Background: an optimization exercise with open tools, aiming at small area. Do not read the settings as production practice.
The RTL was checked by simulation tests, not by an equivalence proof against the original design.
Power is estimated from default activity; no workload was simulated.

===== flow/flow/run.sh =====
#!/bin/bash
# Standard layout, with two ORFS options the settings list does not
# expose: drop the buffers ABC inserted before placement, and build the
# clock tree without dummy loads; after global routing, downsize gates
# off the critical paths (ORFS power recovery).
cp standard.sh standard_copy.txt
cp config.mk config_copy.txt
export REMOVE_ABC_BUFFERS=1
export RECOVER_POWER=100
export CTS_ARGS="-sink_clustering_enable -repair_clock_nets -sink_clustering_size 15 -sink_clustering_max_diameter 40 -buf_list sky130_fd_sc_hd__clkbuf_8 -dont_use_dummy_load"
bash standard.sh > standard.log 2>&1

===== flow/standard.sh =====
#!/bin/bash
# synth_recipe.tcl (not shown) runs the flow's synth.tcl, then flattens the netlist and writes it again
# the make line also repeats each setting of config.mk as NAME=value (left out here)
make -C /OpenROAD-flow-scripts/flow DESIGN_CONFIG=/design/flow/config.mk WORK_HOME=/design/flow/orfs CLKGATE_MAP_FILE= SYNTH_SCRIPT=/design/flow/synth_recipe.tcl "${@:-finish}"

===== flow/config.mk =====
export PLATFORM = sky130hd
export DESIGN_NAME = reg_bank_shadowed
export DESIGN_NICKNAME = reg_bank_shadowed
export VERILOG_FILES = /design/flow/design.v
export SDC_FILE = /design/flow/constraint.sdc
export NUM_CORES = 4
export LEC_CHECK = 0
export CAP_MARGIN = 10
export CORE_MARGIN = 2
export CORE_UTILIZATION = 55
export CTS_BUF_LIST = sky130_fd_sc_hd__clkbuf_8
export CTS_CLUSTER_DIAMETER = 40
export CTS_CLUSTER_SIZE = 15
export GPL_TIMING_DRIVEN = 0
export SETUP_SLACK_MARGIN = 0.4
export SLEW_MARGIN = 10
export SYNTH_HIERARCHICAL = 1

===== flow/constraint.sdc =====
create_clock -name core_clock -period 4.5 [get_ports {clk}]
set_input_delay 0.9000 -clock core_clock [delete_from_list [all_inputs] [get_ports {clk}]]
set_output_delay 0.9000 -clock core_clock [all_outputs]
set_load 0.01 [all_outputs]

===== flow/design.v =====
package reg_bank_pkg;
    typedef enum logic {
        IDLE,
        ARMED
    } commit_state_t;
endpackage
module reg_bank_commit_fsm (
    input  logic clk,
    input  logic rst,
    input  logic commit_req,
    input  logic frame_start,
    output logic copy_en,
    output logic commit_pending,
    output logic commit_done
);
    logic pending_q;
    logic done_q;
    assign copy_en = pending_q & frame_start;
    always_ff @(posedge clk) begin
        if (rst) begin
            pending_q <= 1'b0;
            done_q    <= 1'b0;
        end else begin
            done_q    <= copy_en;
            pending_q <= pending_q ? ~frame_start : commit_req;
        end
    end
    assign commit_pending = pending_q;
    assign commit_done    = done_q;
endmodule
module reg_bank_shadowed
#(
    parameter int unsigned DATA_WIDTH   = 16,
    parameter int unsigned RO_DEPTH     = 128,
    parameter int unsigned RW_DEPTH     = 128,
    parameter int unsigned RO_CH        = 4,
    parameter int unsigned DP_CH        = 4,
    parameter int unsigned COMMIT_MODE  = 0,
    parameter int unsigned RW_RESET_VAL = 0
) (
    input  logic                        clk,
    input  logic                        rst,
    input  logic [$clog2(RO_DEPTH + RW_DEPTH)-1:0] mem_addr,
    input  logic [DATA_WIDTH-1:0]       mem_data_in,
    input  logic                        mem_we,
    input  logic                        mem_re,
    output logic [DATA_WIDTH-1:0]       mem_data_out,
    output logic                        mem_rvalid,
    output logic                        mem_err,
    input  logic [RO_CH*DATA_WIDTH-1:0] ro_in,
    input  logic                        commit_req,
    input  logic                        frame_start,
    output logic                        commit_pending,
    output logic                        commit_done,
    output logic [DP_CH*DATA_WIDTH-1:0] dp_out
);
    if (DATA_WIDTH != 16 || RO_DEPTH != 128 || RW_DEPTH != 128 ||
        RO_CH != 4 || DP_CH != 4 || COMMIT_MODE != 0 ||
        RW_RESET_VAL != 0) begin : g_bad_params
        $error("this implementation supports the default parameters only");
    end
    localparam int W  = 16;
    localparam int NR = 128;
    localparam int NP = 4;      
    logic [6:0]  a;
    logic        a_hi;
    logic [7:0]  dec_lo;        
    logic [15:0] dec_hi;        
    logic [15:0] wdec_hi;       
    logic [NR-1:0] wsel;        
    logic        phase_q;
    logic [W-1:0] col;          
    logic [W-1:0] q      [NR];
    logic [W-1:0] act_q  [DP_CH];
    logic [W-1:0] rdata_q;
    logic        rvalid_q;
    logic        err_q;
    logic        copy_en;
    assign a    = mem_addr[6:0];
    assign a_hi = mem_addr[7];
    for (genvar j = 0; j < 8; j++) begin : g_dlo
        assign dec_lo[j] = (a[2:0] == 3'(j));
    end
    for (genvar k = 0; k < 16; k++) begin : g_dhi
        assign dec_hi[k]  = (a[6:3] == 4'(k));
        assign wdec_hi[k] = dec_hi[k] & mem_we & a_hi;
    end
    logic [7:0]  lo_set_n;      
    logic [7:0]  lo_wr;         
    logic [15:0] whi_set_n;     
    assign lo_set_n  = ~(dec_lo | {8{rst}});
    assign lo_wr     = dec_lo & {8{~rst}};
    assign whi_set_n = ~(wdec_hi | {16{rst}});
    for (genvar r = 0; r < NR; r++) begin : g_sel
        assign wsel[r] = dec_lo[r % 8] & wdec_hi[r / 8];
    end
    always_ff @(posedge clk) begin
        if (rst) phase_q <= 1'b0;
        else     phase_q <= ~phase_q;
    end
    assign col = mem_data_in ^ {W{phase_q}};
    for (genvar r = 0; r < NP; r++) begin : g_plain
        logic keep_r;
        logic load_r;
        assign keep_r = ~wsel[r] & ~rst;
        assign load_r = wsel[r] & ~rst;
        always_ff @(posedge clk) begin
            q[r] <= (q[r] & {W{keep_r}}) | (mem_data_in & {W{load_r}});
        end
    end
    for (genvar r = NP; r < NR; r++) begin : g_tog
        logic set_r;
        logic keep_r;
        assign set_r  = ~(lo_set_n[r % 8] | whi_set_n[r / 8]);
        assign keep_r = ~(lo_wr[r % 8] & wdec_hi[r / 8]);
        always_ff @(posedge clk) begin
            q[r] <= ~((q[r] | {W{set_r}}) & (col | {W{keep_r}}));
        end
    end
    logic act_keep;
    logic act_load;
    assign act_keep = ~copy_en & ~rst;
    assign act_load = copy_en & ~rst;
    for (genvar d = 0; d < DP_CH; d++) begin : g_act
        always_ff @(posedge clk) begin
            act_q[d] <= (act_q[d] & {W{act_keep}}) | (q[d] & {W{act_load}});
        end
        assign dp_out[d*W +: W] = act_q[d];
    end
    logic [W-1:0] rd_low;       
    logic         low4;
    logic [W*(NR-NP)-1:0] q_tog;
    for (genvar r = NP; r < NR; r++) begin : g_qt
        assign q_tog[(r-NP)*W +: W] = q[r];
    end
    logic         rd_en;
    logic         use_tog;
    logic [W-1:0] rd_base;
    logic [W-1:0] val1;
    logic [W-1:0] val0;
    logic [W-1:0] rdata_nxt;
    assign rd_en   = mem_re & ~rst;
    assign use_tog = rd_en & a_hi & ~low4;
    assign rd_base = (rdata_q & {W{~mem_re & ~rst}}) | (rd_low & {W{rd_en & low4}});
    assign val1    = rd_base | {W{use_tog & ~phase_q}};
    assign val0    = rd_base | {W{use_tog & phase_q}};
    logic [NR-NP-1:0] rsel_n;
    reg_bank_rd_dec #(.N(NR - NP)) u_rd_dec (
        .addr  (a),
        .sel_n (rsel_n)
    );
    reg_bank_rd_mux #(.W(W), .N(NR - NP)) u_rd_mux (
        .q     (q_tog),
        .sel_n (rsel_n),
        .val1  (val1),
        .val0  (val0),
        .out   (rdata_nxt)
    );
    always_comb begin
        unique case ({a_hi, a[1:0]})
            3'd0: rd_low = ro_in[0*W +: W];
            3'd1: rd_low = ro_in[1*W +: W];
            3'd2: rd_low = ro_in[2*W +: W];
            3'd3: rd_low = ro_in[3*W +: W];
            3'd4: rd_low = q[0];
            3'd5: rd_low = q[1];
            3'd6: rd_low = q[2];
            default: rd_low = q[3];
        endcase
    end
    assign low4 = (a[6:2] == 5'd0);
    always_ff @(posedge clk) begin
        if (rst) begin
            rvalid_q <= 1'b0;
            err_q    <= 1'b0;
        end else begin
            rvalid_q <= mem_re;
            err_q    <= mem_we & ~a_hi;
        end
    end
    always_ff @(posedge clk) begin
        rdata_q <= rdata_nxt;
    end
    assign mem_data_out = rdata_q;
    assign mem_rvalid   = rvalid_q;
    assign mem_err      = err_q;
    reg_bank_commit_fsm u_commit (
        .clk            (clk),
        .rst            (rst),
        .commit_req     (commit_req),
        .frame_start    (frame_start),
        .copy_en        (copy_en),
        .commit_pending (commit_pending),
        .commit_done    (commit_done)
    );
endmodule
module reg_bank_rd_mux #(
    parameter int W = 16,
    parameter int N = 124
) (
    input  logic [W*N-1:0] q,
    input  logic [N-1:0]   sel_n,
    input  logic [W-1:0]   val1,
    input  logic [W-1:0]   val0,
    output logic [W-1:0]   out
);
    logic [W-1:0] t;
    always_comb begin
        t = '1;
        for (int i = 0; i < N; i++) t = t & (q[i*W +: W] | {W{sel_n[i]}});
    end
    for (genvar c = 0; c < W; c++) begin : g_out
        assign out[c] = t[c] ? val1[c] : val0[c];
    end
endmodule
module reg_bank_rd_dec #(
    parameter int N = 124
) (
    input  logic [6:0]   addr,
    output logic [N-1:0] sel_n
);
    logic [7:0]  dlo;
    logic [15:0] dhi;
    for (genvar j = 0; j < 8; j++) begin : g_dlo
        assign dlo[j] = (addr[2:0] == 3'(j));
    end
    for (genvar k = 0; k < 16; k++) begin : g_dhi
        assign dhi[k] = (addr[6:3] == 4'(k));
    end
    for (genvar i = 0; i < N; i++) begin : g_sel
        assign sel_n[i] = ~(dlo[(128 - N + i) % 8] & dhi[(128 - N + i) / 8]);
    end
endmodule

==> reports/metrics.yaml, run 1 <==
worst_setup_path:
  critPathCaptureType: "register"
  start_kind: "input pin"
  worstPathMaxFanout: 59
  worst_ep_required_time_ns: 5.37
  cp.arrival_ns: 5.51
  critPathKind: "in2reg"
clocking:
  cts_hold_buf: 0
  clockBufferDepth: 3
  clockRootBuffer: "clkbuf_8"
  path_clk_slew_ns: 0.08
  htree_levels: 4
  cts.sinks: 2133
  clk_latency_ns: 1.04
  cts_tree: "done"
  cts_buffers: 231
power_and_ir_drop:
  power_mw: 38.5
  intPower_mw: 27.7
  irDropWorstVdd_mv: 0.323
  p_comb_share_pct: 12.9
  p_sw_share_pct: 28.0
  switchingPower_mw: 10.8
  p_leak_nw: 29.7
  powerDensity_nw_per_um2: 469
  p_seq_share_pct: 58.8
  pwr-share-clk_pct: 28.3
global_route:
  grt_first_pass_wirelength_mm: 449
  grt_antenna_before_repair: 17
  grt_max_degree: 78
  grt_pass1_vias: 61700
  overflow: 0
  grt_use_total_pct: 44.8
floorplan:
  row_count: 134
  dieArea_um2: 136000
  floorplan.initialDensity_pct: 55.2
  die_w_um: 369
  ios: 178
  core_um2: 133000
  die_h_um: 369
sta:
  tightest_slew_ns: 2.71
  fin_crit_sh_pct: 103
  rsz0062_at_grt: "yes"
  drv_slew: 192
  slew_headroom_pct: -80.4
  setup_viol: 10
  finalHoldViolations: 0
  setup_ws_ns: -0.146
  final.setup_skew_ns: 0.0890
  fin_crit_ns: 4.65
  fmax_mhz: 215
route:
  drt_wl_total_mm: 317
  viasPerCell: 7.64
  drt-initial-drc-count: 10300
  ant_nets: 0
  drc: 0
  dr.pass1.iters: 15
  avgRoutedWirePerCell_um: 36.0
  vias: 67300
synth:
  yosysTopAreaCell: "dfxtp_1"
  synth-seq-cells: 2133
  netlist_area_um2: 73400
  synth_top_area_share_pct: 58.2
  synth_cell_type_count: 62
  synthFlopType: "dfxtp_1"
  seq_area_frac_synth_pct: 58.2
  avgSynthCellArea_um2: 10.1
  async_reset_ff_share_pct: 0
  synth_most_common_cell: "o22ai_1"
  ys_top_cells_by_count: "2688 x o22ai_1, 2133 x dfxtp_1, 390 x clkbuf_1, 287 x buf_2, 275 x nand2_1"
  synth-edff-count: 0
  synth_area_leaders: "dfxtp_1 58%, o22ai_1 23%, clkbuf_1 2.0%, buf_2 2.0%, o22a_1 1.7%"
  netlist_instances: 7237
  synth_warnings: 11
placed_design:
  io_buffers: 177
  place_congestion: 0.984
  dp_slack_ns: -2.61
  hpwl_mm: 221
finish:
  nets: 7119
  area_growth_pct: 11.8
  n_fill_cell: 11200
  drive_gt1_share_pct: 11.1
min_path:
  hold_class: "in2reg"
run_status:
  so.violations: "max-capacitance violations, max-slew violations, negative setup slack"
  status: "failed layout checks"
run:
  drv_cap: 14
repair_timing:
| action | 4_1_cts | 5_1_grt |
|---|---|---|
| setup buffers | 0 | 2 |
| hold endpoints to repair | 0 | 0 |
| gates resized for setup | 164 | 66 |
| pin swaps | 14 | 16 |
| cloned | 0 | 0 |
| setup endpoints to repair | 46 | 16 |
flip-flops by register name, indices dropped and copies added (netlist names):
name                flops
phase_q                 1
u_commit.pending_q      1
rvalid_q                1
err_q                   1
u_commit.done_q         1
rdata_q                16
act_q                  64
q                    2048
per-layer routing:
| metal | track usage (%) | up-vias | wire length, um |
|---|---|---|---|
| li1 | - | 28000 | - |
| met2 | 62.1 | 4930 | 127000 |
| met3 | 17.0 | 1070 | 45100 |
| met1 | 59.0 | 33200 | 122000 |
| met4 | 26.5 | 20 | 23300 |
| met5 | 0.427 | - | 349 |
layout by cell type (no fill, tap or decap), drive strengths merged, types with 23 or more instances in the layout:
cell type,count
o22ai,2688
dfxtp,2133
nand2,275
clkbuf,251
nor2,238
buf,190
nor3,154
o22a,144
o221ai,144
nor4,114
dlygate4sd3,86
clkdlybuf4s50,82
mux2i,72
nand4,65
a22o,65
a21oi,57
nand3,37
nand3b,24
o21ai,23
modules after synthesis, one instance, submodules excluded, excerpt:
module / flip-flops and latches / copies in the design / cell area, um^2
reg_bank_shadowed: 2131 / 1 / 61900
reg_bank_commit_fsm: 2 / 1 / 80.1
cells by family (layout without fill, tap and decap cells):
kind of cell / after synthesis / in the layout / synth area share, %
AO/OA/AOI/OAI: 3167 / 3167 / 28.2
flip-flops: 2133 / 2133 / 58.2
AND/OR/NAND/NOR: 990 / 990 / 6.88
buffers and inverters: 842 / 628 / 5.30
multiplexers: 89 / 89 / 1.24
XOR/XNOR: 16 / 16 / 0.191
other: 0 / 17 / 0
metrics by stage:
stage	cells	instance area (um^2)	utilization (%)	hold slack, ns	TNS, ns
2_1_floorplan	6414	69600	-	0.412	-2413.85
3_3_place_gp	8359	73600	55.3	0.418	-
3_5_place_dp	8552	78200	58.8	0.427	-357.02
4_1_cts	8783	82000	61.7	0.231	0
5_1_grt	8801	82100	61.7	0.253	0
6_report	8808	82100	61.8	0.258	-0.357
path summary, 6_finish.rpt:
| check | slack, ns | cells after the start | from | endpoint |
|---|---|---|---|---|
| min | 0.26 | 2 | rst | act_q[0][15]$_DFF_P_ |
| max | -0.15 | 9 | mem_addr[1] | rdata_q[2]$_DFF_P_ |
| min reg2reg | 0.43 | 1 | q[41][4]$_DFF_P_ | q[41][4]$_DFF_P_ |
| max reg2reg | 0.32 | 5 | phase_q$_SDFF_PP0_ | q[109][4]$_DFF_P_ |
power by group through the flow:
stage / clock [mW] / sequential, mW / combinational, mW
6_report: 10.9 / 22.7 / 4.96
5_1_grt: 11.6 / 22.9 / 5.11
4_1_cts: 10.9 / 22.6 / 4.77
3_5_place_dp: 0 / 23.0 / 4.70
3_3_place_gp: 0 / 23.0 / 3.85
2_1_floorplan: 0 / 22.7 / 2.28
worst max-delay path: stages:
cell     delay, ns
buf_4         0.25
buf_16        0.27
and3b_4       0.46
nand2_4       0.41
o22ai_1       0.17
nor4_2        0.76
nand4_1       0.66
nor4_1        1.11
mux2_1        0.38
cell type report:
type                            count  area (um^2)  area share (%)
Sequential cell                  2133        42700            52.0
Multi-Input combinational cell   4262        28500            34.7
Timing Repair Buffer              378         5420            6.60
Clock buffer                      231         3180            3.87
Tap cell                         1768         2210            2.69
Inverter                           19         71.3          0.0869
Antenna cell                       17         42.5          0.0518
==> inputs of run 2 (changes only) <==
--- a/flow/flow/run.sh
+++ b/flow/flow/run.sh
@@ -6,6 +6,6 @@
 cp standard.sh standard_copy.txt
 cp config.mk config_copy.txt
 export REMOVE_ABC_BUFFERS=1
-export RECOVER_POWER=100
+export RECOVER_POWER=50
 export CTS_ARGS="-sink_clustering_enable -repair_clock_nets -sink_clustering_size 15 -sink_clustering_max_diameter 40 -buf_list sky130_fd_sc_hd__clkbuf_8 -dont_use_dummy_load"
 bash standard.sh > standard.log 2>&1
==> run 2 against run 1 <==
Effect of this change: the layout still fails its checks (max-capacitance violations, max-slew violations, negative setup slack); clock skew grew 0.013 ns; first-iteration DRC count decreased by 1.8%; flip-flop and latch count stayed put; worst setup slack gained 0.057 ns; register-to-register slack better by 0.02 ns; critical endpoint is now q[85][7]$_DFF_P_; largest power group unchanged; highest routed layer unchanged.
==> reports/metrics.yaml, run 2 <==
worst_setup_path:
  start_kind: "input pin"
  worst-path-buf-inv: 2  # unchanged
  worstPathMaxFanout: 13  # -78%
  worst_ep_required_time_ns: 5.39  # +0.02 ns
  critPathCaptureType: "register"
  cp_cell_sequence: "dlygate4sd3_1 -> and4bb_2 -> a21oi_1 -> nor2_1 -> clkbuf_2 -> o22ai_1"
  critPathKind: "in2reg"
  rrSetupSlack_ns: 0.34  # +0.02 ns
  cpMaxStageDelayCell: "a21oi_1"
  cp.arrival_ns: 5.48  # -0.03 ns
  cp_top_family: "compound AO/OA/AOI/OAI gates"
  max_stage_delay_ns: 2.07  # +0.96 ns
global_route:
  grt_antenna_before_repair: 15  # -2
  grt_max_degree: 78  # unchanged
  grt_pass1_vias: 61700  # unchanged
  overflow: 0  # unchanged
  grt_first_pass_wirelength_mm: 449  # unchanged
  grt_use_total_pct: 44.8  # unchanged
synth:
  synth_warnings: 11  # unchanged
  synth_top_area_share_pct: 58.2  # unchanged
  async_reset_ff_share_pct: 0  # unchanged
  synthFlopType: "dfxtp_1"
  yosysTopAreaCell: "dfxtp_1"
  synth-seq-cells: 2133  # unchanged
  ys_top_cells_by_count: "2688 x o22ai_1, 2133 x dfxtp_1, 390 x clkbuf_1, 287 x buf_2, 275 x nand2_1"
  seq_area_frac_synth_pct: 58.2  # unchanged
  netlist_instances: 7237  # unchanged
  synth_cell_type_count: 62  # unchanged
  synth_area_leaders: "dfxtp_1 58%, o22ai_1 23%, clkbuf_1 2.0%, buf_2 2.0%, o22a_1 1.7%"
  synth_most_common_cell: "o22ai_1"
  avgSynthCellArea_um2: 10.1  # unchanged
  netlist_area_um2: 73400  # unchanged
  yosys.area_share.simple_pct: 6.88  # unchanged
  synth-edff-count: 0  # unchanged
  synth-xor-area-share_pct: 0.191  # unchanged
  synth_adder_area_share_pct: 0  # unchanged
  synth_compound_area_share_pct: 28.2  # unchanged
  synth_mux_area_share_pct: 1.24  # unchanged
  synth_top_family_by_area: "compound AO/OA/AOI/OAI gates"
sta:
  rsz0062_at_grt: "yes"
  slew_headroom_pct: -83.4  # -3.0 points
  setup_viol: 13  # +3
  drv_slew: 183  # -4.7%
  fin_crit_ns: 4.59  # -0.0571 ns
  fin_crit_sh_pct: 102  # -1.3 points
  finalHoldViolations: 0  # unchanged
  setup_ws_ns: -0.0885  # +0.0571 ns
  holdWs_ns: 0.250  # -0.00770 ns
  tightest_slew_ns: 2.75  # +0.0447 ns
  final.setup_skew_ns: 0.102  # +0.0125 ns
  fmax_mhz: 218  # +1.2%
power_and_ir_drop:
  irDropWorstVdd_mv: 0.325  # +0.74%
  intPower_mw: 27.8  # about the same
  p_leak_nw: 29.7  # +0.13%
  p_seq_share_pct: 58.8  # about the same
  power_mw: 38.5  # about the same
  p_comb_share_pct: 12.9  # about the same
  pwr-share-clk_pct: 28.3  # about the same
  switchingPower_mw: 10.8  # about the same
  p_sw_share_pct: 28.0  # about the same
  powerDensity_nw_per_um2: 469  # about the same
floorplan:
  die_h_um: 369  # unchanged
  floorplan.initialDensity_pct: 55.2  # unchanged
  ios: 178  # unchanged
  die_w_um: 369  # unchanged
  row_count: 134  # unchanged
  dieArea_um2: 136000  # unchanged
  core_um2: 133000  # unchanged
finish:
  nets: 7119  # unchanged
  area_growth_pct: 12.0
  final_common_cell: "o22ai_1"
  drive_gt1_share_pct: 11.2  # +0.11 points
  n_fill_cell: 11200  # -0.23%
  layout_common_cells: "2688 x o22ai_1, 2132 x dfxtp_1, 231 x clkbuf_8"
  top_regs: "q: 2048 flops, act_q: 64 flops, rdata_q: 16 flops"
  top_register: "q"
  utilization_pct: 61.8  # +0.083 points
  largest_reg_flops: 2048  # unchanged
  final_cells: 8809  # +0.011%
route:
  viasPerCell: 7.65  # +0.16%
  drc: 0  # unchanged
  drt_wl_total_mm: 317  # about the same
  ant_nets: 0  # unchanged
  drt-initial-drc-count: 10100  # -1.8%
  avgRoutedWirePerCell_um: 36.0  # about the same
  vias: 67400  # +0.17%
  dr.pass1.iters: 10  # -5
placed_design:
  dp_slack_ns: -2.61  # unchanged
  io_buffers: 177  # unchanged
  dp_cells: 8552  # unchanged
  place_congestion: 0.984  # unchanged
  hpwl_mm: 221  # unchanged
clocking:
  cts_buffers: 231  # unchanged
  clockBufferDepth: 3  # unchanged
  clk_latency_ns: 1.05  # about the same
  cts.sinks: 2133  # unchanged
  path_clk_slew_ns: 0.07  # about the same
  cts_tree: "done"
  clockRootBuffer: "clkbuf_8"
  htree_levels: 4  # unchanged
run_status:
  status: "failed layout checks"
  so.violations: "max-capacitance violations, max-slew violations, negative setup slack"
run:
  drv_cap: 13  # -1
min_path:
  hold_class: "in2reg"
==> run 2: cell counts after synthesis <==
Identical to the previous run, type by type.
==> run 2: cell type report <==
| cell class | instances | area [um^2] | share of cell area (%) |
|---|---|---|---|
| flip-flops and latches | 2133 | 42700 | 51.9 |
| multi-input cells | 4262 | 28600 | 34.7 |
| repair buffers | 378 | 5440 | 6.61 |
| clock buffers | 231 | 3180 | 3.87 |
| well taps | 1768 | 2210 | 2.69 |
| inverters | 19 | 71.3 | 0.0867 |
| diodes | 18 | 45.0 | 0.0548 |
==> run 2: layer usage <==
metal / track usage, % / wire length, um / vias up
met1: 59.0 / 122000 / 33400
met2: 62.1 / 127000 / 4931
li1: - / - / 28000
met5: 0.427 / 268 / -
met4: 26.5 / 22800 / 14
met3: 17.0 / 44900 / 1060
==> run 2: per-module statistics from Yosys (local to each module, per instance), a selection <==
module	flip-flops and latches	times used	area, um^2	cells inside
reg_bank_shadowed	2131	1	61900	5463
reg_bank_commit_fsm	2	1	80.1	7
==> run 2: worst paths after layout <==
kind                       from              endpoint  cells past startpoint
min                         rst  act_q[0][15]$_DFF_P_                      2
max                      mem_we      q[85][7]$_DFF_P_                      6
min reg2reg  q[110][13]$_DFF_P_    q[110][13]$_DFF_P_                      1
max reg2reg  phase_q$_SDFF_PP0_     q[109][4]$_DFF_P_                      5
==> run 2: cell families (layout without fill, tap and decap cells) <==
family                 Yosys count  count (layout)
buffers and inverters          842             628
other                            0              18
AND/OR/NAND/NOR                990             990
XOR/XNOR                        16              16
AO/OA/AOI/OAI                 3167            3167
flip-flops                    2133            2133
multiplexers                    89              89
==> run 2: worst register-to-register path: cells and delay by family, from the launching register on <==
kind                      cells  cell delay, ns
AOI/OAI and AO/OA             1            0.13
DFF                           1            0.94
buffers and inverters         3            1.34
xor gates and xnor gates      1            1.55
==> run 2: timing repair <==
action / 4_1_cts / 5_1_grt
hold buffers: 0 / 0
pin swaps: 14 / 16
gates resized for setup: 164 / 66
endpoints found under the setup margin: 46 / 16
setup buffers: 0 / 2
==> run 2: metrics by stage <==
step	cell area, um^2	setup TNS [ns]
4_1_cts	82000	0
5_1_grt	82200	0
3_3_place_gp	73600	-
6_report	82200	-0.639
3_5_place_dp	78200	-357.02
2_1_floorplan	69600	-2413.85
==> run 2: power groups by stage <==
stage                     registers (mW)  clock network (mW)  logic [mW]
final                               22.7                10.9        4.99
after global routing                22.9                11.6        5.14
after CTS                           22.6                10.9        4.77
after detailed placement            23.0                   0        4.70
after global placement              23.0                   0        3.85
after floorplan                     22.7                   0        2.28
==> inputs of run 3 (changes only) <==
==> flow/flow/run.sh (replaced) <==
#!/bin/bash
# Standard layout, with ORFS options the settings list does not expose:
# drop the buffers ABC inserted before placement, keep none of the
# buffers timing-driven global placement tries out, and build the clock
# tree without dummy loads.
export REMOVE_ABC_BUFFERS=1
export GPL_KEEP_OVERFLOW=0
export CTS_ARGS="-sink_clustering_enable -repair_clock_nets -sink_clustering_size 15 -sink_clustering_max_diameter 40 -buf_list sky130_fd_sc_hd__clkbuf_8 -dont_use_dummy_load"
bash standard.sh > standard.log 2>&1
==> flow/config.mk (replaced) <==
export PLATFORM = sky130hd
export DESIGN_NAME = reg_bank_shadowed
export DESIGN_NICKNAME = reg_bank_shadowed
export VERILOG_FILES = /design/flow/design.v
export SDC_FILE = /design/flow/constraint.sdc
export NUM_CORES = 4
export LEC_CHECK = 0
export CAP_MARGIN = 20
export CORE_MARGIN = 2
export CORE_UTILIZATION = 60
export CTS_BUF_LIST = sky130_fd_sc_hd__clkbuf_8
export CTS_CLUSTER_DIAMETER = 40
export CTS_CLUSTER_SIZE = 15
export GPL_TIMING_DRIVEN = 1
export SETUP_SLACK_MARGIN = 0.3
export SLEW_MARGIN = 20
export SYNTH_HIERARCHICAL = 1
==> run 3 against run 2 <==
Effect of this change: fails the layout checks on negative setup slack; design area grew 0.17%; die area shrank 8.2%; sequential share of layout area shrank 0.086 points; clock-buffer cell count shrank 13; final cell count shrank 1.7%; wire length grew 2.7%; clock power is essentially flat; global-route usage grew 5.3 points; power is essentially flat; synthesized cell count is the same; largest power group unchanged; highest routed layer unchanged.
==> reports/metrics.yaml, run 3 <==
placed_design:
  place_congestion: 1.05  # +6.3%
  hpwl_mm: 225  # +1.7%
  io_buffers: 177  # unchanged
  dp_cells: 8421  # -1.5%
worst_setup_path:
  rr_worst_depth: 6  # +1
  worst-path-stages: 9  # +3
  critPathKind: "in2reg"
  cpMaxStageDelayCell: "nor4_2"
  cp_cell_sequence: "buf_2 -> buf_12 -> and3b_2 -> nand2_2 -> o22ai_1 -> nor4_2 -> nand4_1 -> nor4_4 -> mux2_1"
  worstPathMaxFanout: 19  # +6
  max_stage_delay_ns: 0.83  # -1.24 ns
  cp_top_family: "simple AND/OR/NAND/NOR gates"
  critPathCaptureType: "register"
  start_kind: "input pin"
  worst-path-buf-inv: 2  # unchanged
  worst_ep_required_time_ns: 5.36  # -0.03 ns
  cp.arrival_ns: 5.55  # +0.07 ns
run_status:
  status: "failed layout checks"
  so.violations: "negative setup slack"
global_route:
  grt_antenna_before_repair: 14  # -1
  grt_pass1_vias: 63100  # +2.4%
  grt_max_degree: 78  # unchanged
  grt_first_pass_wirelength_mm: 459  # +2.1%
  grt_use_total_pct: 50.1  # +5.3 points
  busiest_layer: "met2"
  globalRouteMet2Util_pct: 65.8  # +3.7 points
  overflow: 0  # unchanged
  globalRouteMet1Util_pct: 63.8  # +4.7 points
  gr-usage-met3_pct: 25.2  # +8.2 points
floorplan:
  row_count: 128  # -4.5%
  dieArea_um2: 125000  # -8.2%
  die_w_um: 354  # -4.2%
  ios: 178  # unchanged
  floorplan.initialDensity_pct: 60.4  # +5.2 points
  die_h_um: 354  # -4.2%
  core_um2: 122000  # -8.6%
finish:
  n_fill_cell: 9392  # -16%
  final_cells: 8655  # -1.7%
  multiInputGateArea_um2: 28500  # -0.19%
  top_register: "q"
  top_regs: "q: 2048 flops, act_q: 64 flops, rdata_q: 16 flops"
  layout_common_cells: "2688 x o22ai_1, 2132 x dfxtp_1, 218 x clkbuf_8"
  final-seq-area_um2: 42700  # unchanged
  final_common_cell: "o22ai_1"
  area_growth_pct: 12.2
  drive_gt1_share_pct: 11.3  # +0.15 points
  nets: 7112  # -0.098%
  largest_reg_flops: 2048  # unchanged
sta:
  final.setup_skew_ns: 0.0936  # -0.00788 ns
  finalHoldViolations: 0  # unchanged
  drv_slew: 0  # -100%
  fin_crit_sh_pct: 104  # +2.2 points
  rsz0062_at_grt: "yes"
  slew_headroom_pct: 10.4  # +94 points
  fin_setup_tns_ns: -0.276  # +0.362 ns
  fin_crit_ns: 4.69  # +0.101 ns
  tightest_slew_ns: 1.34  # -1.41 ns
  setup_viol: 3  # -10
  setup_ws_ns: -0.189  # -0.101 ns
  fmax_mhz: 213  # -2.1%
synth:
  avgSynthCellArea_um2: 10.1  # unchanged
  synth_most_common_cell: "o22ai_1"
  synth_cell_type_count: 62  # unchanged
  netlist_instances: 7237  # unchanged
  synth-seq-cells: 2133  # unchanged
  synth_area_leaders: "dfxtp_1 58%, o22ai_1 23%, clkbuf_1 2.0%, buf_2 2.0%, o22a_1 1.7%"
  synth_warnings: 11  # unchanged
  synth-edff-count: 0  # unchanged
  netlist_area_um2: 73400  # unchanged
  ys_top_cells_by_count: "2688 x o22ai_1, 2133 x dfxtp_1, 390 x clkbuf_1, 287 x buf_2, 275 x nand2_1"
  synth_top_area_share_pct: 58.2  # unchanged
  yosysTopAreaCell: "dfxtp_1"
  synthFlopType: "dfxtp_1"
  seq_area_frac_synth_pct: 58.2  # unchanged
  async_reset_ff_share_pct: 0  # unchanged
route:
  drt-initial-drc-count: 11800  # +17%
  ant_nets: 0  # unchanged
  drc: 0  # unchanged
  avgRoutedWirePerCell_um: 37.6  # +4.5%
  vias: 69300  # +2.9%
  viasPerCell: 8.01  # +4.7%
  drt_wl_total_mm: 326  # +2.7%
  dr.pass1.iters: 11  # +1
power_and_ir_drop:
  irDropWorstVdd_mv: 0.390  # +20%
  powerDensity_nw_per_um2: 468  # -0.19%
  p_leak_nw: 29.4  # -1.1%
clocking:
  clk_latency_ns: 1.04  # about the same
  cts.sinks: 2133  # unchanged
  postCtsSetupRepairBufs: 0  # unchanged
  clockBufferDepth: 3  # unchanged
  cts_tree: "done"
  clockRootBuffer: "clkbuf_8"
  path_clk_slew_ns: 0.08  # about the same
  cts_buffers: 218  # -5.6%
  htree_levels: 4  # unchanged
run:
  drv_cap: 0  # -13
min_path:
  worstHoldPathCells: 2  # unchanged
  hold_class: "in2reg"
run 3: cell count changes in the layout (fill, tap and decap cells not counted), sizes merged:
cell	change
clkdlybuf4s50	+85
dlygate4sd3	-85
clkbuf	-31
buf	+22
diode	-4
clkdlybuf4s15	+2
run 3: final cells by class:
type	count	area share (%)
Antenna cell	14	0.0425
Clock buffer	218	3.64
Inverter	19	0.0866
Multi-Input combinational cell	4262	34.6
Sequential cell	2133	51.9
Tap cell	1625	2.47
Timing Repair Buffer	384	7.28
run 3: what timing repair did:
item / CTS / global route
gates cloned: 0 / 0
gates resized for setup: 49 / 72
pin swaps: 2 / 10
endpoints found under the setup margin: 16 / 14
hold buffers: 0 / 0
run 3: layer usage:
metal | wire, um | part of all wire, % | vias up
met3 | 54100 | 17 | 1499
met1 | 119000 | 37 | 33800
met4 | 26900 | 8.3 | 24
met2 | 125000 | 38 | 6068
met5 | 758 | 0.23 | -
li1 | - | - | 28000
run 3: logic make-up (layout without fill, tap and decap cells):
kind of cell / after synthesis / after routing / share of synthesized area, %
AO/OA/AOI/OAI: 3167 / 3167 / 28.2
flip-flops: 2133 / 2133 / 58.2
AND/OR/NAND/NOR: 990 / 990 / 6.88
buffers and inverters: 842 / 621 / 5.30
multiplexers: 89 / 89 / 1.24
XOR/XNOR: 16 / 16 / 0.191
other: 0 / 14 / 0
run 3: where the power goes:
group / switching, mW / leakage (nW) / internal [mW]
sequential: 1.41 / 17.9 / 21.4
clock: 6.37 / 1.57 / 4.27
combinational: 3.12 / 9.93 / 2.00
run 3: worst paths after layout:
path / from / endpoint / slack [ns]
worst max-delay path: mem_addr[2] / rdata_q[6]$_DFF_P_ / -0.19
worst min-delay path: rst / act_q[0][0]$_DFF_P_ / 0.39
worst max register to register: q[78][15]$_DFF_P_ / rdata_q[15]$_DFF_P_ / 1.24
worst min register to register: q[70][3]$_DFF_P_ / q[70][3]$_DFF_P_ / 0.43
run 3: modules after synthesis, one instance, submodules excluded, excerpt:
module | copies in the design | cells
reg_bank_shadowed | 1 | 5463
reg_bank_commit_fsm | 1 | 7
run 3: stage by stage:
step | utilization, % | setup slack, ns | total power [mW] | hold slack (ns) | instance area (um^2)
5_1_grt | 67.7 | 0.233 | 39.5 | 0.379 | 82300
6_report | 67.7 | -0.189 | 38.5 | 0.393 | 82400
2_1_floorplan | - | -1.30 | 25.0 | 0.412 | 69600
3_5_place_dp | 64.8 | -2.13 | 27.9 | 0.427 | 78800
4_1_cts | 67.4 | 0.152 | 38.0 | 0.349 | 81900
3_3_place_gp | 60.4 | -8.20 | 26.8 | 0.418 | 73400
run 3: worst register-to-register path: stages (launching register included):
cell and delay [ns]:
dfxtp_1 0.34, o22a_1 0.16, o221ai_1 0.34, nor3_1 0.59, nand4_1 0.76, nor4_2 0.58, mux2_1 0.36
==> inputs of run 4 (changes only) <==
--- a/flow/design.v
+++ b/flow/design.v
@@ -144,14 +144,17 @@
     assign rd_base = (rdata_q & {W{~mem_re & ~rst}}) | (rd_low & {W{rd_en & low4}});
     assign val1    = rd_base | {W{use_tog & ~phase_q}};
     assign val0    = rd_base | {W{use_tog & phase_q}};
-    logic [NR-NP-1:0] rsel_n;
-    reg_bank_rd_dec #(.N(NR - NP)) u_rd_dec (
+    logic [7:0]  rlo_n;
+    logic [15:0] rhi_n;
+    reg_bank_rd_dec u_rd_dec (
         .addr  (a),
-        .sel_n (rsel_n)
+        .lo_n  (rlo_n),
+        .hi_n  (rhi_n)
     );
     reg_bank_rd_mux #(.W(W), .N(NR - NP)) u_rd_mux (
         .q     (q_tog),
-        .sel_n (rsel_n),
+        .lo_n  (rlo_n),
+        .hi_n  (rhi_n),
         .val1  (val1),
         .val0  (val0),
         .out   (rdata_nxt)
@@ -199,35 +202,39 @@
     parameter int N = 124
 ) (
     input  logic [W*N-1:0] q,
-    input  logic [N-1:0]   sel_n,
+    input  logic [7:0]     lo_n,
+    input  logic [15:0]    hi_n,
     input  logic [W-1:0]   val1,
     input  logic [W-1:0]   val0,
     output logic [W-1:0]   out
 );
+    localparam int FIRST = 128 - N;
+    logic [W-1:0] grp [16];
     logic [W-1:0] t;
     always_comb begin
+        for (int k = 0; k < 16; k++) begin
+            grp[k] = '1;
+            for (int j = 0; j < 8; j++) begin
+                if (8*k + j >= FIRST)
+                    grp[k] = grp[k] & (q[(8*k + j - FIRST)*W +: W] | {W{lo_n[j]}});
+            end
+        end
         t = '1;
-        for (int i = 0; i < N; i++) t = t & (q[i*W +: W] | {W{sel_n[i]}});
+        for (int k = 0; k < 16; k++) t = t & (grp[k] | {W{hi_n[k]}});
     end
     for (genvar c = 0; c < W; c++) begin : g_out
         assign out[c] = t[c] ? val1[c] : val0[c];
     end
 endmodule
-module reg_bank_rd_dec #(
-    parameter int N = 124
-) (
-    input  logic [6:0]   addr,
-    output logic [N-1:0] sel_n
-);
-    logic [7:0]  dlo;
-    logic [15:0] dhi;
-    for (genvar j = 0; j < 8; j++) begin : g_dlo
-        assign dlo[j] = (addr[2:0] == 3'(j));
-    end
-    for (genvar k = 0; k < 16; k++) begin : g_dhi
-        assign dhi[k] = (addr[6:3] == 4'(k));
-    end
-    for (genvar i = 0; i < N; i++) begin : g_sel
-        assign sel_n[i] = ~(dlo[(128 - N + i) % 8] & dhi[(128 - N + i) / 8]);
-    end
-endmodule
+module reg_bank_rd_dec (
+    input  logic [6:0]  addr,
+    output logic [7:0]  lo_n,
+    output logic [15:0] hi_n
+);
+    for (genvar j = 0; j < 8; j++) begin : g_lo
+        assign lo_n[j] = ~(addr[2:0] == 3'(j));
+    end
+    for (genvar k = 0; k < 16; k++) begin : g_hi
+        assign hi_n[k] = ~(addr[6:3] == 4'(k));
+    end
+endmodule
==> flow/flow/run.sh (replaced) <==
#!/bin/bash
# Standard layout, with two ORFS options the settings list does not
# expose: drop the buffers ABC inserted before placement, and build the
# clock tree without dummy loads.
cp standard.sh standard_copy.txt
cp config.mk config_copy.txt
export REMOVE_ABC_BUFFERS=1
export CTS_ARGS="-sink_clustering_enable -repair_clock_nets -sink_clustering_size 15 -sink_clustering_max_diameter 40 -buf_list sky130_fd_sc_hd__clkbuf_8 -dont_use_dummy_load"
bash standard.sh > standard.log 2>&1
==> flow/config.mk (replaced) <==
export PLATFORM = sky130hd
export DESIGN_NAME = reg_bank_shadowed
export DESIGN_NICKNAME = reg_bank_shadowed
export VERILOG_FILES = /design/flow/design.v
export SDC_FILE = /design/flow/constraint.sdc
export NUM_CORES = 4
export LEC_CHECK = 0
export CAP_MARGIN = 10
export CORE_MARGIN = 2
export CORE_UTILIZATION = 55
export CTS_BUF_LIST = sky130_fd_sc_hd__clkbuf_8
export CTS_CLUSTER_DIAMETER = 40
export CTS_CLUSTER_SIZE = 15
export GPL_TIMING_DRIVEN = 0
export SETUP_SLACK_MARGIN = 0.4
export SLEW_MARGIN = 10
export SYNTH_HIERARCHICAL = 1
==> run 4 against run 3 <==
Effect of this change: now clean on timing, DRC and antenna; non-clock buffer count rose by 17; sequential power is essentially flat; first-iteration DRC count decreased by 19%; clock skew shrank 0.024 ns; critical endpoint is now rdata_q[15]$_DFF_P_; largest power group unchanged.
==> reports/metrics.yaml, run 4 <==
synth:
  synth_warnings: 12  # +1
  synth-edff-count: 0  # unchanged
  synth_cell_type_count: 59  # -4.8%
  async_reset_ff_share_pct: 0  # unchanged
  seq_area_frac_synth_pct: 58.9  # +0.70 points
  ys_top_cells_by_count: "2976 x o22ai_1, 2133 x dfxtp_1, 440 x clkbuf_1, 283 x buf_2, 221 x nor2_1"
  avgSynthCellArea_um2: 10.2  # +0.82%
  synthFlopType: "dfxtp_1"
  synth_area_leaders: "dfxtp_1 59%, o22ai_1 26%, clkbuf_1 2.3%, o41ai_1 2.2%, buf_2 2.0%"
  synth_most_common_cell: "o22ai_1"
  synth-seq-cells: 2133  # unchanged
  netlist_area_um2: 72500  # -1.2%
  yosysTopAreaCell: "dfxtp_1"
  netlist_instances: 7093  # -2.0%
  synth_top_area_share_pct: 58.9  # +0.70 points
route:
  vias: 65500  # -5.5%
  viasPerCell: 7.53  # -6.0%
  drt-initial-drc-count: 9516  # -19%
  dr.pass1.iters: 9  # -2
  ant_nets: 0  # unchanged
  drc: 0  # unchanged
  avgRoutedWirePerCell_um: 33.1  # -12%
  drt_wl_total_mm: 288  # -12%
power_and_ir_drop:
  intPower_mw: 28.1  # +1.8%
  switchingPower_mw: 11.2  # +2.7%
  irDropWorstVdd_mv: 0.320  # -18%
  pwr-share-clk_pct: 27.8  # +0.2 points
  p_comb_share_pct: 14.5  # +1.2 points
  powerDensity_nw_per_um2: 476  # +1.7%
  p_sw_share_pct: 28.5  # +0.18 points
  p_seq_share_pct: 57.7  # -1.4 points
  power_mw: 39.3  # +2.0%
  p_leak_nw: 29.5  # +0.21%
clocking:
  path_clk_slew_ns: 0.09  # about the same
  cts_buffers: 234  # +7.3%
  cts_hold_buf: 0  # unchanged
  htree_levels: 4  # unchanged
  clockBufferDepth: 3  # unchanged
  clk_latency_ns: 1.02  # -0.02 ns
  cts.sinks: 2133  # unchanged
  clockRootBuffer: "clkbuf_8"
  cts_tree: "done"
placed_design:
  place_congestion: 0.874  # -17%
  hpwl_mm: 188  # -16%
  io_buffers: 177  # unchanged
  dp_slack_ns: -1.44  # +0.686 ns
  placed_area_um2: 78200  # -0.77%
  dp_cells: 8440  # +0.23%
worst_setup_path:
  worstPathMaxFanout: 57  # +38
  critPathKind: "in2reg"
  start_kind: "input pin"
  cp.arrival_ns: 5.13  # -0.42 ns
  critPathCaptureType: "register"
  worst_ep_required_time_ns: 5.37  # about the same
global_route:
  overflow: 0  # unchanged
  grt_max_degree: 84  # +7.7%
  grt_use_total_pct: 40.3  # -9.8 points
  grt_first_pass_wirelength_mm: 410  # -11%
  grt_antenna_before_repair: 12  # -2
  grt_pass1_vias: 59900  # -5.2%
finish:
  largest_reg_flops: 2048  # unchanged
  nets: 7036  # -1.1%
  layout_common_cells: "2976 x o22ai_1, 2132 x dfxtp_1, 234 x clkbuf_8"
  final_cells: 8700  # +0.52%
  top_register: "q"
  final_common_cell: "o22ai_1"
  top_regs: "q: 2048 flops, act_q: 64 flops, rdata_q: 16 flops"
  drive_gt1_share_pct: 10.7  # -0.63 points
  area_growth_pct: 13.8
  post-route-cell-area_um2: 82600  # +0.26%
sta:
  setup_ws_ns: 0.241  # +0.430 ns
  rsz0062_at_grt: "no"
  fmax_mhz: 235  # +10%
  tightest_slew_ns: 1.37  # +0.0232 ns
  fin_crit_sh_pct: 94.6  # -9.6 points
  fin_crit_ns: 4.26  # -0.430 ns
  final.setup_skew_ns: 0.0693  # -0.0244 ns
  slew_headroom_pct: 7.69  # -2.7 points
  drv_slew: 0  # unchanged
  finalHoldViolations: 0  # unchanged
  setup_viol: 0  # -3
  fin_setup_tns_ns: 0  # +0.276 ns
floorplan:
  die_w_um: 367  # +3.8%
  ios: 178  # unchanged
  dieArea_um2: 135000  # +7.7%
  row_count: 133  # +3.9%
  floorplan.initialDensity_pct: 55.3  # -5.1 points
  die_h_um: 367  # +3.8%
  core_um2: 131000  # +7.9%
min_path:
  hold_class: "in2reg"
run:
  drv_cap: 0  # unchanged
run_status:
  status: "timing/DRC/antenna clean"
[run 4: changes by cell type in the layout (fill, tap and decap cells not counted), sizes merged, moves of 124 or more]
cell    change
o22a      -144
nor3      -145
o221ai    -144
o22ai     +288
o41ai     +176
nand2     -124
[run 4: kinds of logic (layout without fill, tap and decap cells)]
kind of cell           Yosys count  after routing  synth area share [%]
buffers and inverters          822            665                  4.79
flip-flops                    2133           2133                  58.9
AND/OR/NAND/NOR                610            614                  4.20
XOR/XNOR                        16             16                 0.193
other                            0              5                     0
AO/OA/AOI/OAI                 3423           3423                  30.7
multiplexers                    89             89                  1.26
[run 4: through the flow]
stage | hold slack, ns | util (%)
floorplan | 0.412 | -
global placement | 0.417 | 55.8
detailed placement | 0.427 | 59.6
CTS | 0.213 | 62.5
global route | 0.243 | 63.0
finish | 0.260 | 63.0
[run 4: layer usage]
metal / global-route usage [%] / routed length [um]
met1: 54.5 / 114000
met2: 59.9 / 125000
met3: 10.6 / 32900
met4: 19.3 / 15400
met5: 0 / 80
[run 4: repair_timing]
action,CTS,global route
cloned,0,4
resized for setup,88,41
pin swaps,0,2
setup buffers,3,4
setup endpoints to repair,16,16
[run 4: worst max-delay path, stage by stage]
cell       delay [ns]
buf_2            0.39
buf_12           0.27
or3b_4           0.39
buf_16           0.29
buf_16           0.31
o22ai_1          0.20
o41ai_1          0.95
o2111ai_1        0.47
nor4_2           0.49
mux2_1           0.37
[run 4: final cells by class]
type | instances | area (um^2)
fill | 10900 | 48600
sequential | 2133 | 42700
multi-input combinational | 4142 | 28000
timing repair buffer | 401 | 6290
clock buffer | 234 | 3220
tap | 1755 | 2200
inverter | 30 | 113
antenna | 5 | 12.5
[run 4: power by group through the flow]
stage	combinational, mW	clock [mW]	sequential [mW]
finish	5.70	10.9	22.7
global route	5.91	11.6	22.9
CTS	5.45	10.9	22.6
detailed placement	5.37	0	23.0
global placement	4.60	0	23.0
floorplan	2.81	0	22.7
[run 4: Yosys stat by module, one instance, submodules excluded, a selection]
module | cell area [um^2] | cells | flops+latches | copies in the design
reg_bank_rd_dec | 246 | 28 | 0 | 1
reg_bank_shadowed | 61900 | 5463 | 2131 | 1
reg_bank_commit_fsm | 80.1 | 7 | 2 | 1
[run 4: worst paths after layout]
path	from	end	slack, ns	depth (start not counted)
worst max-delay path	mem_addr[2]	rdata_q[15]$_DFF_P_	0.24	10
worst min register to register	q[86][10]$_DFF_P_	q[86][10]$_DFF_P_	0.43	1
worst max register to register	q[63][8]$_DFF_P_	rdata_q[8]$_DFF_P_	1.63	5
worst min-delay path	rst	u_commit.done_q$_SDFF_PP0_	0.26	2
==> inputs of run 5 (changes only) <==
==> flow/flow/run.sh (replaced) <==
#!/bin/bash
# Standard layout, with ORFS options the settings list does not
# expose: drop the buffers ABC inserted before placement, and build the
# clock tree without dummy loads; port buffers are sky130_fd_sc_hd__buf_1.
export REMOVE_ABC_BUFFERS=1
export BUFFER_PORTS_ARGS="-buffer_cell sky130_fd_sc_hd__buf_1"
export CTS_ARGS="-sink_clustering_enable -repair_clock_nets -sink_clustering_size 15 -sink_clustering_max_diameter 40 -buf_list sky130_fd_sc_hd__clkbuf_8 -dont_use_dummy_load"
bash standard.sh > standard.log 2>&1
--- a/flow/config.mk
+++ b/flow/config.mk
@@ -5,7 +5,7 @@
 export SDC_FILE = /design/flow/constraint.sdc
 export NUM_CORES = 4
 export LEC_CHECK = 0
-export CAP_MARGIN = 10
+export CAP_MARGIN = 20
 export CORE_MARGIN = 2
 export CORE_UTILIZATION = 55
 export CTS_BUF_LIST = sky130_fd_sc_hd__clkbuf_8
@@ -13,5 +13,5 @@
 export CTS_CLUSTER_SIZE = 15
 export GPL_TIMING_DRIVEN = 0
 export SETUP_SLACK_MARGIN = 0.4
-export SLEW_MARGIN = 10
+export SLEW_MARGIN = 20
 export SYNTH_HIERARCHICAL = 1
==> run 5 against run 4 <==
Effect of this change: sequential power is essentially flat; largest cell class unchanged; still clean on timing, DRC and antenna; area after synthesis is the same; global-route usage grew 0.13 points; clock power is essentially flat; synthesized cell count is the same; clock skew grew 0.034 ns.
==> reports/metrics.yaml, run 5 <==
run_status:
  status: "timing/DRC/antenna clean"
synth:
  seq_area_frac_synth_pct: 58.9  # unchanged
  synth_top_area_share_pct: 58.9  # unchanged
  synth_most_common_cell: "o22ai_1"
  synth_mux_area_share_pct: 1.26  # unchanged
  synthFlopType: "dfxtp_1"
  synth-xor-area-share_pct: 0.193  # unchanged
  synth_compound_area_share_pct: 30.7  # unchanged
  synth_adder_area_share_pct: 0  # unchanged
  async_reset_ff_share_pct: 0  # unchanged
  synth_top_family_by_area: "compound AO/OA/AOI/OAI gates"
  yosysTopAreaCell: "dfxtp_1"
  ys_top_cells_by_count: "2976 x o22ai_1, 2133 x dfxtp_1, 440 x clkbuf_1, 283 x buf_2, 221 x nor2_1"
  synth_area_leaders: "dfxtp_1 59%, o22ai_1 26%, clkbuf_1 2.3%, o41ai_1 2.2%, buf_2 2.0%"
  netlist_instances: 7093  # unchanged
  synth-edff-count: 0  # unchanged
  synth_warnings: 12  # unchanged
  avgSynthCellArea_um2: 10.2  # unchanged
  synth-seq-cells: 2133  # unchanged
  netlist_area_um2: 72500  # unchanged
  synth_cell_type_count: 59  # unchanged
  yosys.area_share.simple_pct: 4.20  # unchanged
finish:
  drive_gt1_share_pct: 12.0  # +1.3 points
  top_regs: "q: 2048 flops, act_q: 64 flops, rdata_q: 16 flops"
  area_growth_pct: 13.6
  n_fill_cell: 10900  # +0.50%
  post-route-cell-area_um2: 82400  # -0.21%
  nets: 7062  # +0.37%
  largest_reg_flops: 2048  # unchanged
  final_common_cell: "o22ai_1"
  top_register: "q"
  layout_common_cells: "2976 x o22ai_1, 2132 x dfxtp_1, 234 x clkbuf_8"
power_and_ir_drop:
  p_seq_share_pct: 57.5  # -0.2 points
  p_sw_share_pct: 28.5  # about the same
  p_comb_share_pct: 14.8  # +0.3 points
  p_leak_nw: 29.4  # -0.19%
  powerDensity_nw_per_um2: 478  # +0.45%
  intPower_mw: 28.2  # +0.24%
  switchingPower_mw: 11.2  # +0.27%
  irDropWorstVdd_mv: 0.313  # -2.2%
  pwr-share-clk_pct: 27.7  # about the same
sta:
  fmax_mhz: 234  # -0.31%
  setup_viol: 0  # unchanged
  rsz0062_at_grt: "yes"
  slew_headroom_pct: 15.0  # +7.3 points
  fin_crit_sh_pct: 94.9  # +0.29 points
  fin_setup_tns_ns: 0  # unchanged
  holdWs_ns: 0.226  # -0.0333 ns
  fin_crit_ns: 4.27  # +0.0130 ns
  final.setup_skew_ns: 0.103  # +0.0342 ns
  finalHoldViolations: 0  # unchanged
  drv_slew: 0  # unchanged
  tightest_slew_ns: 1.26  # -0.104 ns
placed_design:
  placed_area_um2: 78100  # about the same
  hpwl_mm: 192  # +1.8%
  place_congestion: 0.896  # +2.5%
  io_buffers: 177  # unchanged
run:
  drv_cap: 0  # unchanged
clocking:
  clk_latency_ns: 1.00  # -0.02 ns
  clockRootBuffer: "clkbuf_8"
  cts_buffers: 234  # unchanged
  clockBufferDepth: 3  # unchanged
  cts_hold_buf: 0  # unchanged
  path_clk_slew_ns: 0.06  # -0.03 ns
  cts.sinks: 2133  # unchanged
  htree_levels: 4  # unchanged
  cts_tree: "done"
worst_setup_path:
  cp.arrival_ns: 5.09  # -0.04 ns
  worst_ep_required_time_ns: 5.32  # -0.05 ns
  worstPathMaxFanout: 22  # -61%
  critPathKind: "in2reg"
  start_kind: "input pin"
  critPathCaptureType: "register"
global_route:
  grt_max_degree: 56  # -33%
  overflow: 0  # unchanged
  grt_pass1_vias: 59900  # +0.099%
  grt_antenna_before_repair: 15  # +3
  grt_use_total_pct: 40.4  # +0.13 points
  grt_first_pass_wirelength_mm: 411  # +0.22%
route:
  viasPerCell: 7.49  # -0.59%
  drc: 0  # unchanged
  vias: 65400  # -0.24%
  ant_nets: 0  # unchanged
  avgRoutedWirePerCell_um: 32.9  # -0.37%
  drt_wl_total_mm: 287  # about the same
  drt-initial-drc-count: 8813  # -7.4%
  dr.pass1.iters: 6  # -3
floorplan:
  ios: 178  # unchanged
  core_um2: 131000  # unchanged
  row_count: 133  # unchanged
  dieArea_um2: 135000  # unchanged
  die_h_um: 367  # unchanged
  die_w_um: 367  # unchanged
  floorplan.initialDensity_pct: 55.3  # unchanged
min_path:
  hold_class: "in2reg"
==> run 5: cell counts after synthesis <==
No cell type changed its count.
==> run 5: metrics by stage <==
step           power [mW]  utilization (%)  cells  setup slack, ns
6_report             39.4             62.8   8730            0.228
5_1_grt              40.6             62.8   8727            0.325
4_1_cts              39.1             62.5   8715            0.332
3_5_place_dp         28.5             59.6   8480            -1.34
3_3_place_gp         27.5             54.9   8233           -15.16
2_1_floorplan        25.5                -   6301            -2.84
==> run 5: what timing repair did <==
action | 4_1_cts | 5_1_grt
setup endpoints to repair | 16 | 16
gates resized for setup | 79 | 46
pin swaps | 0 | 2
buffers inserted | 0 | 1
cloned | 1 | 1
==> run 5: layer usage <==
metal	global-route usage, %	vias to the layer above	share of wire, %
li1	-	28000	-
met1	52.9	32500	39
met3	11.9	804	11
met4	21.0	18	5.6
met2	60.5	3984	44
met5	0	-	0.040
==> run 5: power by group through the flow <==
stage | Combinational, mW | Clock (mW) | Sequential, mW
2_1_floorplan | 2.81 | 0 | 22.7
3_3_place_gp | 4.56 | 0 | 22.9
3_5_place_dp | 5.52 | 0 | 23.0
4_1_cts | 5.60 | 10.9 | 22.6
5_1_grt | 6.05 | 11.7 | 22.9
6_report | 5.83 | 10.9 | 22.7
==> run 5: cell families (layout without fill, tap and decap cells) <==
logic type      Yosys count  count (layout)
compound gates         3423            3423
flops                  2133            2133
buf+inv                 822             693
simple gates            610             612
mux                      89              89
xor+xnor                 16              16
other cells               0               9
==> run 5: worst paths after layout <==
check	from	to	slack, ns	cells past startpoint
worst min register to register	q[71][8]$_DFF_P_	q[71][8]$_DFF_P_	0.43	1
worst max-delay path	mem_addr[1]	rdata_q[15]$_DFF_P_	0.23	13
worst max register to register	q[61][8]$_DFF_P_	rdata_q[8]$_DFF_P_	1.56	5
worst min-delay path	commit_req	u_commit.pending_q$_SDFF_PP0_	0.23	3
==> run 5: worst max-delay path, cell delays in order <==
cell and delay [ns]:
buf_2 0.39, buf_16 0.23, nand3b_1 0.32, buf_6 0.23, buf_6 0.17, buf_6 0.20, buf_6 0.22, buf_8 0.19
o22ai_1 0.15, o41ai_2 0.65, o2111ai_1 0.48, nor4_1 0.54, mux2_1 0.37
==> run 5: cell type report <==
class / count / area, um^2 / area share (%)
Timing Repair Buffer: 429 / 5870 / 7.12
Sequential cell: 2133 / 42700 / 51.8
Inverter: 30 / 113 / 0.137
Tap cell: 1755 / 2200 / 2.66
Multi-Input combinational cell: 4140 / 28300 / 34.3
Clock buffer: 234 / 3220 / 3.91
Antenna cell: 9 / 22.5 / 0.0273
==> run 5: modules after synthesis (local to each module, per instance), excerpt <==
module	flip-flops and latches	cells	times used
reg_bank_commit_fsm	2	7	1
reg_bank_shadowed	2131	5463	1
reg_bank_rd_dec	0	28	1
==> inputs of run 6 (changes only) <==
==> flow/flow/run.sh (replaced) <==
#!/bin/bash
# Standard layout, with ORFS options the settings list does not
# expose: drop the buffers ABC inserted before placement, and build the
# clock tree without dummy loads; port buffers are sky130_fd_sc_hd__buf_2.
export REMOVE_ABC_BUFFERS=1
export BUFFER_PORTS_ARGS="-buffer_cell sky130_fd_sc_hd__buf_2"
export CTS_ARGS="-sink_clustering_enable -repair_clock_nets -sink_clustering_size 15 -sink_clustering_max_diameter 40 -buf_list sky130_fd_sc_hd__clkbuf_8 -dont_use_dummy_load"
bash standard.sh > standard.log 2>&1
--- a/flow/config.mk
+++ b/flow/config.mk
@@ -7,7 +7,7 @@
 export LEC_CHECK = 0
 export CAP_MARGIN = 20
 export CORE_MARGIN = 2
-export CORE_UTILIZATION = 55
+export CORE_UTILIZATION = 50
 export CTS_BUF_LIST = sky130_fd_sc_hd__clkbuf_8
 export CTS_CLUSTER_DIAMETER = 40
 export CTS_CLUSTER_SIZE = 15
==> run 6 against run 5 <==
Effect of this change: utilization fell by 5.3 points; combinational power fell by 0.7%; highest routed layer unchanged; design area rose by 0.51%; flip-flop and latch count did not move; still clean on timing, DRC and antenna; maximum frequency rose by 1.5%; register-to-register slack got worse by 0.02 ns; largest power group unchanged; critical endpoint is now rdata_q[2]$_DFF_P_; via count rose by 0.70%.
==> reports/metrics.yaml, run 6 <==
sta:
  fmax_mhz: 238  # +1.5%
  tightest_slew_ns: 1.29  # +0.0258 ns
  setup_viol: 0  # unchanged
  finalHoldViolations: 0  # unchanged
  fin_crit_sh_pct: 93.6  # -1.4 points
  fin_crit_ns: 4.21  # -0.0624 ns
  slew_headroom_pct: 12.9  # -2.1 points
  final.setup_skew_ns: 0.0698  # -0.0336 ns
  drv_slew: 0  # unchanged
  rsz0062_at_grt: "yes"
finish:
  area_growth_pct: 14.2
  post-route-cell-area_um2: 82800  # +0.51%
  final_cells: 8914  # +2.1%
  top_regs: "q: 2048 flops, act_q: 64 flops, rdata_q: 16 flops"
  drive_gt1_share_pct: 14.2  # +2.3 points
  n_fill_cell: 12100  # +11%
  layout_common_cells: "2976 x o22ai_1, 2132 x dfxtp_1, 278 x clkbuf_8"
  final_common_cell: "o22ai_1"
  nets: 7094  # +0.45%
  top_register: "q"
  largest_reg_flops: 2048  # unchanged
synth:
  synth_compound_area_share_pct: 30.7  # unchanged
  synth_cell_type_count: 59  # unchanged
  synth_area_leaders: "dfxtp_1 59%, o22ai_1 26%, clkbuf_1 2.3%, o41ai_1 2.2%, buf_2 2.0%"
  synth_top_family_by_area: "compound AO/OA/AOI/OAI gates"
  avgSynthCellArea_um2: 10.2  # unchanged
  synth-seq-cells: 2133  # unchanged
  ys_top_cells_by_count: "2976 x o22ai_1, 2133 x dfxtp_1, 440 x clkbuf_1, 283 x buf_2, 221 x nor2_1"
  yosysTopAreaCell: "dfxtp_1"
  yosys.area_share.simple_pct: 4.20  # unchanged
  synth_adder_area_share_pct: 0  # unchanged
  synth_mux_area_share_pct: 1.26  # unchanged
  seq_area_frac_synth_pct: 58.9  # unchanged
  synth-edff-count: 0  # unchanged
  async_reset_ff_share_pct: 0  # unchanged
  synth_top_area_share_pct: 58.9  # unchanged
  netlist_instances: 7093  # unchanged
  synth_most_common_cell: "o22ai_1"
  synth-xor-area-share_pct: 0.193  # unchanged
  synthFlopType: "dfxtp_1"
  netlist_area_um2: 72500  # unchanged
  synth_warnings: 12  # unchanged
route:
  avgRoutedWirePerCell_um: 32.5  # -1.2%
  drt_wl_total_mm: 290  # +0.90%
  drt-initial-drc-count: 8742  # -0.81%
  dr.pass1.iters: 6  # unchanged
  viasPerCell: 7.39  # -1.4%
  drc: 0  # unchanged
  vias: 65800  # +0.70%
  ant_nets: 0  # unchanged
placed_design:
  place_congestion: 0.899  # +0.39%
  dp_cells: 8614  # +1.6%
  placed_area_um2: 78200  # about the same
  hpwl_mm: 192  # -0.13%
  io_buffers: 177  # unchanged
min_path:
  worstHoldPathCells: 3  # unchanged
  hold_end: "u_commit.pending_q$_SDFF_PP0_"
  hold_class: "in2reg"
  hp-start: "commit_req"
run_status:
  status: "timing/DRC/antenna clean"
power_and_ir_drop:
  intPower_mw: 29.1  # +3.1%
  p_sw_share_pct: 28.3  # -0.16 points
  p_seq_share_pct: 55.9  # -1.6 points
  pwr-share-clk_pct: 29.8  # +2.1 points
  p_leak_nw: 30.0  # +2.1%
  irDropWorstVdd_mv: 0.333  # +6.5%
  p_comb_share_pct: 14.3  # -0.5 points
  powerDensity_nw_per_um2: 489  # +2.3%
  switchingPower_mw: 11.5  # +2.3%
global_route:
  grt_pass1_vias: 61000  # +1.8%
  gr-usage-met3_pct: 12.2  # +0.32 points
  grt_use_total_pct: 37.5  # -2.9 points
  overflow: 0  # unchanged
  grt_max_degree: 80  # +43%
  grt_antenna_before_repair: 16  # +1
  grt_first_pass_wirelength_mm: 417  # +1.5%
  globalRouteMet1Util_pct: 48.9  # -4.0 points
  busiest_layer: "met2"
  globalRouteMet2Util_pct: 55.6  # -4.9 points
clocking:
  clockRootBuffer: "clkbuf_8"
  cts.sinks: 2133  # unchanged
  clockBufferDepth: 4  # +1
  clk_latency_ns: 1.03  # +0.03 ns
  path_clk_slew_ns: 0.08  # +0.02 ns
  cts_hold_buf: 0  # unchanged
  cts_tree: "done"
  htree_levels: 5  # +1
  cts_buffers: 277  # +18%
worst_setup_path:
  cp_cell_sequence: "buf_4 -> or3b_4 -> buf_12 -> buf_16 -> o22ai_1 -> o41ai_1 -> o2111ai_2 -> nor4_1 -> mux2_1"
  startpoint: "mem_addr[2]"
  worstPathMaxFanout: 42  # +91%
  cpMaxStageDelayCell: "o41ai_1"
  max_stage_delay_ns: 0.98  # +0.33 ns
  cp.arrival_ns: 5.13  # +0.04 ns
  critPathKind: "in2reg"
  worstReg2RegEnd: "rdata_q[2]$_DFF_P_"
  rrSetupSlack_ns: 1.54  # -0.02 ns
  timing.rr.start: "q[46][2]$_DFF_P_"
  critPathCaptureType: "register"
  start_kind: "input pin"
  worst_ep_required_time_ns: 5.42  # +0.10 ns
  rr_worst_depth: 5  # unchanged
floorplan:
  floorplan.initialDensity_pct: 50.4  # -4.9 points
  ios: 178  # unchanged
  core_um2: 144000  # +9.7%
  die_w_um: 385  # +4.8%
  die_h_um: 385  # +4.8%
  dieArea_um2: 148000  # +9.9%
  row_count: 139  # +4.5%
run:
  drv_cap: 0  # unchanged
[run 6: cell counts after synthesis]
Identical to the previous run, type by type.
[run 6: power groups by stage]
stage | Sequential, mW | Clock [mW] | Combinational [mW]
2_1_floorplan | 22.7 | 0 | 2.81
3_3_place_gp | 22.9 | 0 | 4.58
3_5_place_dp | 23.0 | 0 | 5.51
4_1_cts | 22.6 | 12.1 | 5.57
5_1_grt | 22.9 | 12.9 | 6.02
6_report | 22.7 | 12.1 | 5.79
[run 6: cell type report]
class | count | area (um^2) | share of cell area [%]
diodes | 13 | 32.5 | 0.0393
repair buffers | 418 | 5890 | 7.11
clock buffers | 277 | 3810 | 4.60
flip-flops and latches | 2133 | 42700 | 51.6
multi-input cells | 4140 | 27900 | 33.7
well taps | 1903 | 2380 | 2.87
inverters | 30 | 113 | 0.136
[run 6: cells by family after synthesis]
logic type | Yosys count
mux | 89
xor+xnor | 16
flops | 2133
simple gates | 610
compound gates | 3423
buf+inv | 822
[run 6: worst max-delay path by stage]
stage | cells after the start | to | slack [ns]
5_1_grt | 10 | rdata_q[1]$_DFF_P_ | 0.36
3_3_place_gp | 7 | rdata_q[15]$_DFF_P_ | -12.75
6_report | 9 | rdata_q[2]$_DFF_P_ | 0.29
3_5_place_dp | 13 | rdata_q[14]$_DFF_P_ | -1.55
2_1_floorplan | 6 | rdata_q[0]$_DFF_P_ | -2.84
4_1_cts | 9 | rdata_q[14]$_DFF_P_ | 0.35
[run 6: layer usage]
layer	part of all wire, %	up-vias
met5	0.018	-
met1	39	32600
met2	43	4364
met4	5.5	8
met3	12	832
li1	-	28100
[run 6: timing repair]
action | 4_1_cts | 5_1_grt
setup buffers | 1 | 3
endpoints found under the hold margin | 0 | 0
gates cloned | 1 | 1
resized for setup | 65 | 26
pin swaps | 1 | 2
endpoints found under the setup margin | 16 | 16
[run 6: modules after synthesis (local to each module, per instance), excerpt]
module,flops+latches,copies in the design
reg_bank_shadowed,2131,1
reg_bank_rd_dec,0,1
reg_bank_commit_fsm,2,1
[run 6: critical path, delay by kind of cell]
family                 cells  cell delay, ns
and+or+nand+nor            2            0.97
muxes                      1            0.35
AOI/OAI and AO/OA          3            1.69
buffers and inverters      3            1.08
[run 6: stage by stage]
| step | power [mW] | hold slack (ns) | worst slack, ns | setup TNS [ns] | util (%) |
|---|---|---|---|---|---|
| 2_1_floorplan | 25.5 | 0.412 | -2.84 | -2458.39 | - |
| 4_1_cts | 40.3 | 0.0930 | 0.348 | 0 | 57.3 |
| 5_1_grt | 41.8 | 0.160 | 0.361 | 0 | 57.6 |
| 6_report | 40.5 | 0.163 | 0.290 | 0 | 57.6 |
| 3_5_place_dp | 28.5 | 0.427 | -1.55 | -20.60 | 54.4 |
| 3_3_place_gp | 27.5 | 0.417 | -12.75 | - | 50.4 |

==> static timing again, ports no longer ideal <==
In the flow no input, the clock included, has a driving cell. The finished layouts below were timed again as built, in two steps.
Step 1 (the two cells are an assumption about what drives the block):
set clk [get_ports {clk}]
set_driving_cell -lib_cell sky130_fd_sc_hd__clkbuf_16 $clk
set_driving_cell -lib_cell sky130_fd_sc_hd__buf_2 [delete_from_list [all_inputs] $clk]
Step 2 adds t to the input delays and takes it off the output delays; t is the mean of the earliest and latest rising clock arrival at the registers after step 1. Input paths then give back, and output paths get back, about the clock's delay inside the block.
a / b / c = no drivers / after step 1 / after step 2; a / b = the first two.
run	t (ns)	slack for setup (ns)	worst hold slack (ns)	worst setup path at the end	worst slew at a driven data input, ns
run 1	1.067	-0.146 / -0.113 / -1.180	0.258 / 0.208 / 0.432	input to register	0.17
run 2	1.073	-0.088 / -0.125 / -1.198	0.250 / 0.202 / 0.432	input to register	0.18
run 3	1.063	-0.189 / -0.146 / -1.209	0.393 / 0.346 / 0.432	input to register	0.09
run 4	1.045	0.241 / 0.264 / -0.781	0.260 / 0.223 / 0.433	input to register	0.13
run 5	1.024	0.228 / 0.281 / -0.743	0.226 / 0.172 / 0.431	input to register	0.14
run 6	1.081	0.290 / 0.319 / -0.762	0.163 / 0.104 / 0.433	input to register	0.16
With both steps, setup timing fails in run 4, run 5 and run 6, where it was met with ideal ports. For run 2, which loses most, drivers alone change the setup slack by -0.037 ns; drivers and shift together by -1.110 ns.
